From an optimization exercise on the open Yosys and OpenROAD flow, aimed at small area; shortcuts taken in it are not production practice. In this exercise RTL edits were held to simulation tests only and were not proved equivalent to the original.

==> flow/design.v (excerpt) <==
module concat_requant
#(
  parameter int RE_CHANNEL_IN_NUM = 16,
  parameter int SCALE_LATENCY     = SCALE_LATENCY_DEF,
  parameter int FIFO_DEPTH        = 8,
  parameter int PIX_CNT_W         = 20
) (
  input  logic                                          clk,
  input  logic                                          rst,
  input  logic                                          Start_In,
  input  logic [PIX_CNT_W-1:0]                          Pixel_Num_In,
  input  logic                                          Data_Valid_In,
  output logic                                          Ready_Out,
  input  logic [PICTURE_NUM*RE_CHANNEL_IN_NUM*SCALE_W-1:0] Scale_Data_In,
  input  logic [4:0]                                    Shift_In,
  input  logic [7:0]                                    Zero_Point_In,
  output logic [PICTURE_NUM*RE_CHANNEL_IN_NUM*QUANT_W-1:0] Quant_Data_Out,
  output logic                                          Quant_Valid_Out,
  input  logic                                          Quant_Ready_In,
  output logic                                          Done_Out,
  output logic                                          Overflow_Out
);
For scale: about 6800 cells after synthesis, roughly 100000 um^2 of cells after synthesis.
export LEC_CHECK = 0
export CAP_MARGIN = 10
export CELL_PAD_IN_SITES_DETAIL_PLACEMENT = 1
export CELL_PAD_IN_SITES_GLOBAL_PLACEMENT = 1
export CORE_MARGIN = 2
export CORE_UTILIZATION = 40
export PLACE_DENSITY = 0.45
export SLEW_MARGIN = 10
create_clock -name core_clock -period 8.0 [get_ports {clk}]
standard.sh (not shown) runs the stock make flow with config.mk's settings and CLKGATE_MAP_FILE= SYNTH_SCRIPT=/design/flow/synth_recipe.tcl, a recipe that flattens the netlist after the stock synthesis.
==> flow/flow/run.sh <==
#!/bin/bash
# Own layout flow: the standard ORFS flow (standard.sh) with three changes.
#  1. Synthesis is synth_recipe.tcl unchanged, except that ORFS's synth.tcl maps
#     the combinational logic with an area-oriented ABC script
#     (flow/abc_area_nf.script). ABC does not touch registers, so they keep
#     the standard synthesis's names and cell types.
#  2. Port buffers use sky130_fd_sc_hd__buf_1 (every port still gets one).
#  3. CTS: clkbuf_16 sink clusters of up to 25 registers, no dummy loads.
# Everything else (floorplan, power grid, placement, routing) is standard.sh's
# make run. Logs: flow_make.log here, ORFS logs under orfs/logs.
set -euo pipefail
W=$(pwd)
F=$W/flow

awk -v a="$F/abc_area_nf.script" '{print} /^source \$::env\(SCRIPTS_DIR\)\/synth_preamble.tcl/ {print "set abc_args [lreplace $abc_args 1 1 " a "]"}' \
  "$FLOW_HOME/scripts/synth.tcl" > "$W/own_synth_core.tcl"
grep -q 'lreplace \$abc_args' "$W/own_synth_core.tcl"
sed "s|source \$::env(SCRIPTS_DIR)/synth.tcl|source $W/own_synth_core.tcl|" "$W/synth_recipe.tcl" > "$W/own_synth.tcl"
grep -q own_synth_core "$W/own_synth.tcl"

CTS="-sink_clustering_enable -repair_clock_nets -dont_use_dummy_load -buf_list sky130_fd_sc_hd__clkbuf_16 -sink_clustering_size 25 -sink_clustering_max_diameter 150"
sed -e "s|SYNTH_SCRIPT=[^ ]*|SYNTH_SCRIPT=$W/own_synth.tcl 'BUFFER_PORTS_ARGS=-buffer_cell sky130_fd_sc_hd__buf_1' 'CTS_ARGS=$CTS'|" \
  "$W/standard.sh" > "$W/own_standard.sh"
grep -q own_synth.tcl "$W/own_standard.sh"

bash "$W/own_standard.sh" finish > "$W/flow_make.log" 2>&1
==> flow/flow/abc_area_nf.script <==
strash
&get -n
&fraig -x
&put
scorr
dc2
strash
&get -n
&dch -f
&nf -R 1000
&put
Rerun with:
==> flow/run.sh (new file) <==
#!/bin/bash
# synth_recipe.tcl (not shown) runs the flow's synth.tcl, then flattens the netlist and writes it again
# the make line also repeats each setting of config.mk as NAME=value (left out here)
make -C /OpenROAD-flow-scripts/flow DESIGN_CONFIG=/design/flow/config.mk WORK_HOME=/design/flow/orfs CLKGATE_MAP_FILE= SYNTH_SCRIPT=/design/flow/synth_recipe.tcl finish
ABC_AREA = 1   (was default)
CAP_MARGIN = 20   (was 10)
CTS_BUF_LIST = sky130_fd_sc_hd__clkbuf_16   (was default)
CTS_CLUSTER_DIAMETER = 120   (was default)
CTS_CLUSTER_SIZE = 20   (was default)
SLEW_MARGIN = 20   (was 10)
removed: flow/flow/run.sh
removed: flow/flow/abc_area_nf.script
removed: flow/standard.sh
Result:
- flip-flop and latch count is unchanged
- utilization is higher by 1.5 points
- synthesized cell count is higher by about 90%
- global-route usage is higher by 5.9 points
- wire length is higher by about 35%
- non-clock buffer count is higher by 31
Rerun with:
==> flow/flow/run.sh (new file) <==
#!/bin/bash
# Own layout flow: the standard ORFS flow (standard.sh) with three changes.
#  1. Synthesis is synth_recipe.tcl unchanged, except that ORFS's synth.tcl maps
#     the combinational logic with an area-oriented ABC script
#     (flow/abc_area_nf.script). ABC does not touch registers, so they keep
#     the standard synthesis's names and cell types.
#  2. Port buffers use sky130_fd_sc_hd__buf_1 (every port still gets one).
#  3. CTS: clkbuf_16 sink clusters of up to 18 registers, no dummy loads.
# Everything else (floorplan, power grid, placement, routing) is standard.sh's
# make run. Logs: flow_make.log here, ORFS logs under orfs/logs.
set -euo pipefail
W=$(pwd)
F=$W/flow

awk -v a="$F/abc_area_nf.script" '{print} /^source \$::env\(SCRIPTS_DIR\)\/synth_preamble.tcl/ {print "set abc_args [lreplace $abc_args 1 1 " a "]"}' \
  "$FLOW_HOME/scripts/synth.tcl" > "$W/own_synth_core.tcl"
grep -q 'lreplace \$abc_args' "$W/own_synth_core.tcl"
sed "s|source \$::env(SCRIPTS_DIR)/synth.tcl|source $W/own_synth_core.tcl|" "$W/synth_recipe.tcl" > "$W/own_synth.tcl"
grep -q own_synth_core "$W/own_synth.tcl"

CTS="-sink_clustering_enable -repair_clock_nets -dont_use_dummy_load -buf_list sky130_fd_sc_hd__clkbuf_16 -sink_clustering_size 18 -sink_clustering_max_diameter 120"
sed -e "s|SYNTH_SCRIPT=[^ ]*|SYNTH_SCRIPT=$W/own_synth.tcl 'BUFFER_PORTS_ARGS=-buffer_cell sky130_fd_sc_hd__buf_1' 'CTS_ARGS=$CTS'|" \
  "$W/standard.sh" > "$W/own_standard.sh"
grep -q own_synth.tcl "$W/own_standard.sh"

bash "$W/own_standard.sh" finish > "$W/flow_make.log" 2>&1
==> flow/flow/abc_area_nf.script (new file) <==
strash
&get -n
&fraig -x
&put
scorr
dc2
strash
&get -n
&dch -f
&nf -R 1000
&put
==> flow/standard.sh (new file) <==
#!/bin/bash
# synth_recipe.tcl (not shown) runs the flow's synth.tcl, then flattens the netlist and writes it again
# the make line also repeats each setting of config.mk as NAME=value (left out here)
make -C /OpenROAD-flow-scripts/flow DESIGN_CONFIG=/design/flow/config.mk WORK_HOME=/design/flow/orfs CLKGATE_MAP_FILE= SYNTH_SCRIPT=/design/flow/synth_recipe.tcl "${@:-finish}"
ABC_AREA = default   (was 1)
CAP_MARGIN = 10   (was 20)
CTS_BUF_LIST = default   (was sky130_fd_sc_hd__clkbuf_16)
CTS_CLUSTER_DIAMETER = default   (was 120)
CTS_CLUSTER_SIZE = default   (was 20)
SLEW_MARGIN = 10   (was 20)
removed: flow/run.sh
The changed run completed without violations; via count fell by 22%; die area decreases by 14%; global-route usage drops by 5.8 points; worst setup slack is worse by 0.18 ns.

==> afterwards: timing with drivers on the ports <==
The flow's constraints put no driver on any port. The routed layouts listed below were extracted and timed again, unchanged, in two steps. Step 1 sets driving cells, clkbuf_16 on the clock port and buf_2 on the other inputs (assumed; they add their load-dependent delay and slew). Step 2 also shifts input and output timing later by t, the mid clock arrival at the registers, as if the neighbouring blocks saw the same clock. Three values: ideal ports, drivers, drivers and shift; two values: the first two.
run	shift t [ns]	setup slack, ns	hold slack, ns	slew at the worst register clock pin (ns)	cell pins on the clock port's net
the first run	0.874	0.724 / 0.793 / -0.081	0.399 / 0.399 / 0.399	0.11 / 0.11	1
the second run	0.932	0.839 / 0.869 / -0.063	0.395 / 0.395 / 0.395	0.10 / 0.10	1
the third run	0.908	0.663 / 0.747 / -0.162	0.390 / 0.390 / 0.390	0.09 / 0.09	1
Met with ideal ports but missed after step 2: setup timing in every run listed. The setup slack of the second run, which loses most, moves by +0.030 ns with the drivers and by -0.902 ns with both steps.
